Background: an optimization exercise with open tools, aiming at small area and a short achievable clock period. Do not read the settings as production practice. Function was checked by simulation only, so behaviour that the tests miss may differ from the original. Power and IR drop assume default switching activity.

## router
module router (
        input  wire logic        clk,
        input  wire logic        reset_i,
        input  wire logic [7:0]  location_i,             
        input  wire logic [79:0] flit_i,                 
        input  wire logic [4:0]  valid_i,
        output logic      [4:0]  credit_o,
        output logic      [79:0] flit_o,                 
        output logic      [4:0]  valid_o,
        input  wire logic [4:0]  credit_i
);
        localparam int FIFO_DEPTH = 4;
        logic [79:0] prev;                       
        logic [24:0] req;                        
        logic [39:0] dest;                       
        logic [19:0] cmp;                        
        noc_pkg::port_vec_t   nonempty;
        noc_pkg::port_vec_t   credit_avail;
        logic [24:0] grant;
        logic [24:0] last;
        noc_pkg::port_vec_t   send;
        noc_pkg::port_vec_t   pop;
        for (genvar p = 0; p < noc_pkg::NUM_PORTS; p++) begin : g_port
                logic [7:0]         dest_p;
                logic               nonempty_p;
                noc_pkg::port_vec_t req_p;
                input_fifo #(
                        .FIFO_DEPTH (FIFO_DEPTH)
                ) u_fifo (
  ...
Size in the first run: roughly 2400 cells after synthesis, ~400 flip-flops, about 190 I/O pins.
Settings: LEC_CHECK=0, ABC_AREA=1, CAP_MARGIN=20, CORE_MARGIN=2, CORE_UTILIZATION=55, CTS_BUF_LIST=sky130_fd_sc_hd__clkbuf_8, CTS_CLUSTER_DIAMETER=50, CTS_CLUSTER_SIZE=16, PLACE_DENSITY=0.75, SETUP_SLACK_MARGIN=3.0, SLEW_MARGIN=20; clock period 8.0 ns.
standard.sh (not shown) runs the stock make flow with config.mk's settings and CLKGATE_MAP_FILE= SYNTH_SCRIPT=/design/flow/synth_recipe.tcl, a recipe that flattens the netlist after the stock synthesis.
==> flow/flow/run.sh <==
#!/bin/bash
# Standard layout, with these changes to how it is made:
# - the smallest buffer on every port instead of the flow's default pick;
# - global routing steered off the lowest layers (fastroute.tcl);
# - no half-adder cells, so the compare logic goes through abc as plain gates.
set -euo pipefail
here=$(cd "$(dirname "${BASH_SOURCE[0]}")" && pwd)
export BUFFER_PORTS_ARGS="-buffer_cell sky130_fd_sc_hd__buf_1"
export FASTROUTE_TCL="$here/fastroute.tcl"

# The platform's don't-use list, plus the half adders.
dont_use="sky130_fd_sc_hd__probe_p_8 sky130_fd_sc_hd__probec_p_8 sky130_fd_sc_hd__lpflow_bleeder_1"
for n in 1 16 2 4 8; do
  dont_use+=" sky130_fd_sc_hd__lpflow_clkbufkapwr_$n sky130_fd_sc_hd__lpflow_clkinvkapwr_$n"
done
for n in 12 3 4 6 8; do dont_use+=" sky130_fd_sc_hd__lpflow_decapkapwr_$n"; done
dont_use+=" sky130_fd_sc_hd__lpflow_inputiso0n_1 sky130_fd_sc_hd__lpflow_inputiso0p_1"
dont_use+=" sky130_fd_sc_hd__lpflow_inputiso1n_1 sky130_fd_sc_hd__lpflow_inputiso1p_1"
dont_use+=" sky130_fd_sc_hd__lpflow_inputisolatch_1"
for n in 1 16 2 4 8; do dont_use+=" sky130_fd_sc_hd__lpflow_isobufsrc_$n"; done
dont_use+=" sky130_fd_sc_hd__lpflow_isobufsrckapwr_16"
for n in 1 2 4; do dont_use+=" sky130_fd_sc_hd__lpflow_lsbuf_lh_hl_isowell_tap_$n"; done
dont_use+=" sky130_fd_sc_hd__lpflow_lsbuf_lh_isowell_4"
for n in 1 2 4; do dont_use+=" sky130_fd_sc_hd__lpflow_lsbuf_lh_isowell_tap_$n"; done
dont_use+=" sky130_fd_sc_hd__ha_1 sky130_fd_sc_hd__ha_2 sky130_fd_sc_hd__ha_4"

sed -e "s|\"\${@:-finish}\"|DONT_USE_CELLS='$dont_use' \"\${@:-finish}\"|" standard.sh > standard_noha.sh
bash standard_noha.sh > standard_flow.log 2>&1
==> flow/flow/fastroute.tcl <==
# Global routing resources: keep more of met1 and met2 free for pin access
# and push longer routes up to met3 and met4.
set_global_routing_layer_adjustment met1 0.45
set_global_routing_layer_adjustment met2 0.35
set_global_routing_layer_adjustment met3-met5 0.15

set_routing_layers -clock met3-met5
set_routing_layers -signal met1-met5
The baseline completed with no timing, DRC or antenna violations.
Then changed:
==> flow/flow/run.sh (replaced) <==
#!/bin/bash
# Standard layout, with the smallest buffer on every port instead of the
# flow's default pick, and global routing steered off the lowest layers.
set -euo pipefail
here=$(cd "$(dirname "${BASH_SOURCE[0]}")" && pwd)
export BUFFER_PORTS_ARGS="-buffer_cell sky130_fd_sc_hd__buf_1"
export FASTROUTE_TCL="$here/fastroute.tcl"
bash standard.sh > standard_flow.log 2>&1
--- a/flow/config.mk
+++ b/flow/config.mk
@@ -11 +11 @@
-export CORE_UTILIZATION = 55
+export CORE_UTILIZATION = 50
@@ -15 +15 @@
-export PLACE_DENSITY = 0.75
+export PLACE_DENSITY = 0.65
After rerunning: Design area came out higher by 4.3%; sequential share of layout area goes down by 1.8 points; worst hold slack degrades by 0.0089 ns; combinational power rises by 32%.
Then changed:
==> flow/flow/run.sh (replaced) <==
#!/bin/bash
# Standard layout, with these changes to how it is made:
# - the smallest buffer on every port instead of the flow's default pick;
# - global routing steered off the lowest layers (fastroute.tcl);
# - no half-adder cells, so the compare logic goes through abc as plain gates;
# - no dummy loads in the clock tree (same clustering as config.mk asks for).
set -euo pipefail
here=$(cd "$(dirname "${BASH_SOURCE[0]}")" && pwd)
export BUFFER_PORTS_ARGS="-buffer_cell sky130_fd_sc_hd__buf_1"
export FASTROUTE_TCL="$here/fastroute.tcl"
export CTS_ARGS="-sink_clustering_enable -repair_clock_nets -sink_clustering_size 16 -sink_clustering_max_diameter 50 -buf_list sky130_fd_sc_hd__clkbuf_8 -dont_use_dummy_load"

# The platform's don't-use list, plus the half adders.
dont_use="sky130_fd_sc_hd__probe_p_8 sky130_fd_sc_hd__probec_p_8 sky130_fd_sc_hd__lpflow_bleeder_1"
for n in 1 16 2 4 8; do
  dont_use+=" sky130_fd_sc_hd__lpflow_clkbufkapwr_$n sky130_fd_sc_hd__lpflow_clkinvkapwr_$n"
done
for n in 12 3 4 6 8; do dont_use+=" sky130_fd_sc_hd__lpflow_decapkapwr_$n"; done
dont_use+=" sky130_fd_sc_hd__lpflow_inputiso0n_1 sky130_fd_sc_hd__lpflow_inputiso0p_1"
dont_use+=" sky130_fd_sc_hd__lpflow_inputiso1n_1 sky130_fd_sc_hd__lpflow_inputiso1p_1"
dont_use+=" sky130_fd_sc_hd__lpflow_inputisolatch_1"
for n in 1 16 2 4 8; do dont_use+=" sky130_fd_sc_hd__lpflow_isobufsrc_$n"; done
dont_use+=" sky130_fd_sc_hd__lpflow_isobufsrckapwr_16"
for n in 1 2 4; do dont_use+=" sky130_fd_sc_hd__lpflow_lsbuf_lh_hl_isowell_tap_$n"; done
dont_use+=" sky130_fd_sc_hd__lpflow_lsbuf_lh_isowell_4"
for n in 1 2 4; do dont_use+=" sky130_fd_sc_hd__lpflow_lsbuf_lh_isowell_tap_$n"; done
dont_use+=" sky130_fd_sc_hd__ha_1 sky130_fd_sc_hd__ha_2 sky130_fd_sc_hd__ha_4"

cp -r "$FLOW_HOME/scripts" scripts_abc
cp "$here/abc_area.script" scripts_abc/abc_area.script
export SCRIPTS_DIR="$PWD/scripts_abc"

sed -e "s|\"\${@:-finish}\"|DONT_USE_CELLS='$dont_use' \"\${@:-finish}\"|" standard.sh > standard_noha.sh
bash standard_noha.sh > standard_flow.log 2>&1
==> flow/flow/abc_area.script (new file) <==
strash
dch
map -B 0.9
topo
stime -c
upsize -c
dnsize -c
--- a/flow/config.mk
+++ b/flow/config.mk
@@ -11 +11 @@
-export CORE_UTILIZATION = 50
+export CORE_UTILIZATION = 55
@@ -15 +15 @@
-export PLACE_DENSITY = 0.65
+export PLACE_DENSITY = 0.75
=>
- synthesized cell count came out higher by 5.4%
- routed wire length decreases by about 4.6%
- worst setup slack improves by 0.13 ns
Then changed:
--- a/flow/flow/run.sh
+++ b/flow/flow/run.sh
@@ -6 +5,0 @@
-# - no dummy loads in the clock tree (same clustering as config.mk asks for).
@@ -11 +9,0 @@
-export CTS_ARGS="-sink_clustering_enable -repair_clock_nets -sink_clustering_size 16 -sink_clustering_max_diameter 50 -buf_list sky130_fd_sc_hd__clkbuf_8 -dont_use_dummy_load"
Register-to-register slack barely changes.
Design area rises by 1.2%.
Synthesized area does not change.
Utilization rises by 0.79 points.
Maximum frequency barely changes.
Total power rises by about 4%.
Die area is unchanged.
Count of clock-buffer cells in the layout rises by 1.
Then changed:
==> flow/flow/run.sh (replaced) <==
#!/bin/bash
# Standard layout, with the smallest buffer on every port instead of the
# flow's default pick, and global routing steered off the lowest layers.
set -euo pipefail
here=$(cd "$(dirname "${BASH_SOURCE[0]}")" && pwd)
export BUFFER_PORTS_ARGS="-buffer_cell sky130_fd_sc_hd__buf_1"
export FASTROUTE_TCL="$here/fastroute.tcl"
bash standard.sh > standard_flow.log 2>&1
removed: flow/flow/abc_area.script
Effect: Final cell count falls by 5.4%; global-route usage went down by 0.46 points; sequential cell count stays the same; non-clock buffer count is higher by 39; worst setup slack degrades by 0.086 ns; cell area climbs by 4.8%.
Then changed:
==> flow/flow/run.sh (replaced) <==
#!/bin/bash
# Standard layout, with these changes to how it is made:
# - the smallest buffer on every port instead of the flow's default pick;
# - global routing steered off the lowest layers (fastroute.tcl);
# - no half-adder cells, so the compare logic goes through abc as plain gates.
set -euo pipefail
here=$(cd "$(dirname "${BASH_SOURCE[0]}")" && pwd)
export BUFFER_PORTS_ARGS="-buffer_cell sky130_fd_sc_hd__buf_1"
export FASTROUTE_TCL="$here/fastroute.tcl"

# The platform's don't-use list, plus the half adders.
dont_use="sky130_fd_sc_hd__probe_p_8 sky130_fd_sc_hd__probec_p_8 sky130_fd_sc_hd__lpflow_bleeder_1"
for n in 1 16 2 4 8; do
  dont_use+=" sky130_fd_sc_hd__lpflow_clkbufkapwr_$n sky130_fd_sc_hd__lpflow_clkinvkapwr_$n"
done
for n in 12 3 4 6 8; do dont_use+=" sky130_fd_sc_hd__lpflow_decapkapwr_$n"; done
dont_use+=" sky130_fd_sc_hd__lpflow_inputiso0n_1 sky130_fd_sc_hd__lpflow_inputiso0p_1"
dont_use+=" sky130_fd_sc_hd__lpflow_inputiso1n_1 sky130_fd_sc_hd__lpflow_inputiso1p_1"
dont_use+=" sky130_fd_sc_hd__lpflow_inputisolatch_1"
for n in 1 16 2 4 8; do dont_use+=" sky130_fd_sc_hd__lpflow_isobufsrc_$n"; done
dont_use+=" sky130_fd_sc_hd__lpflow_isobufsrckapwr_16"
for n in 1 2 4; do dont_use+=" sky130_fd_sc_hd__lpflow_lsbuf_lh_hl_isowell_tap_$n"; done
dont_use+=" sky130_fd_sc_hd__lpflow_lsbuf_lh_isowell_4"
for n in 1 2 4; do dont_use+=" sky130_fd_sc_hd__lpflow_lsbuf_lh_isowell_tap_$n"; done
dont_use+=" sky130_fd_sc_hd__ha_1 sky130_fd_sc_hd__ha_2 sky130_fd_sc_hd__ha_4"

sed -e "s|\"\${@:-finish}\"|DONT_USE_CELLS='$dont_use' \"\${@:-finish}\"|" standard.sh > standard_noha.sh
bash standard_noha.sh > standard_flow.log 2>&1
--- a/flow/config.mk
+++ b/flow/config.mk
@@ -11 +11 @@
-export CORE_UTILIZATION = 55
+export CORE_UTILIZATION = 60
@@ -15 +15 @@
-export PLACE_DENSITY = 0.75
+export PLACE_DENSITY = 0.85
=>
- The changed run went through all stages and came out clean
- clock skew grows by 0.017 ns
- synthesized area grows by 0.79%
- setup slack got worse by 0.043 ns
- power shrinks by 14%
- routed wire length grows by 1.1%
- via count grows by 5.8%
- non-clock buffer count shrinks by 30
- clock power shrinks by about 5%

==> static timing again, ports no longer ideal <==
How much do the figures lean on ideal ports? The routed layouts below were timed once more, with nothing changed but the port constraints.
Step 1 (the two cells are an assumption about what drives the block):
set clk [get_ports {clk}]
set_driving_cell -lib_cell sky130_fd_sc_hd__clkbuf_16 $clk
set_driving_cell -lib_cell sky130_fd_sc_hd__buf_2 [delete_from_list [all_inputs] $clk]
Step 2 also shifts input and output timing later by t, the mid clock arrival at the registers, as if the neighbouring blocks saw the same clock.
Slacks: ideal ports / drivers / drivers and shift; pairs: ideal ports / drivers.
run	shift t [ns]	setup WS [ns]	slew at the worst register clock pin (ns)
the first run	0.681	3.009 / 2.947 / 2.947	0.10 / 0.10
the second run	0.704	2.962 / 2.941 / 2.933	0.10 / 0.10
the third run	0.645	3.092 / 2.994 / 2.994	0.10 / 0.10
the fourth run	0.682	3.103 / 3.033 / 3.033	0.10 / 0.10
the fifth run	0.692	3.017 / 2.969 / 2.969	0.10 / 0.10
the sixth run	0.696	2.973 / 2.922 / 2.922	0.10 / 0.10
After both steps every run listed still meets setup and hold. For the third run, which loses most, drivers alone change the setup slack by -0.098 ns; drivers and shift together by -0.098 ns.
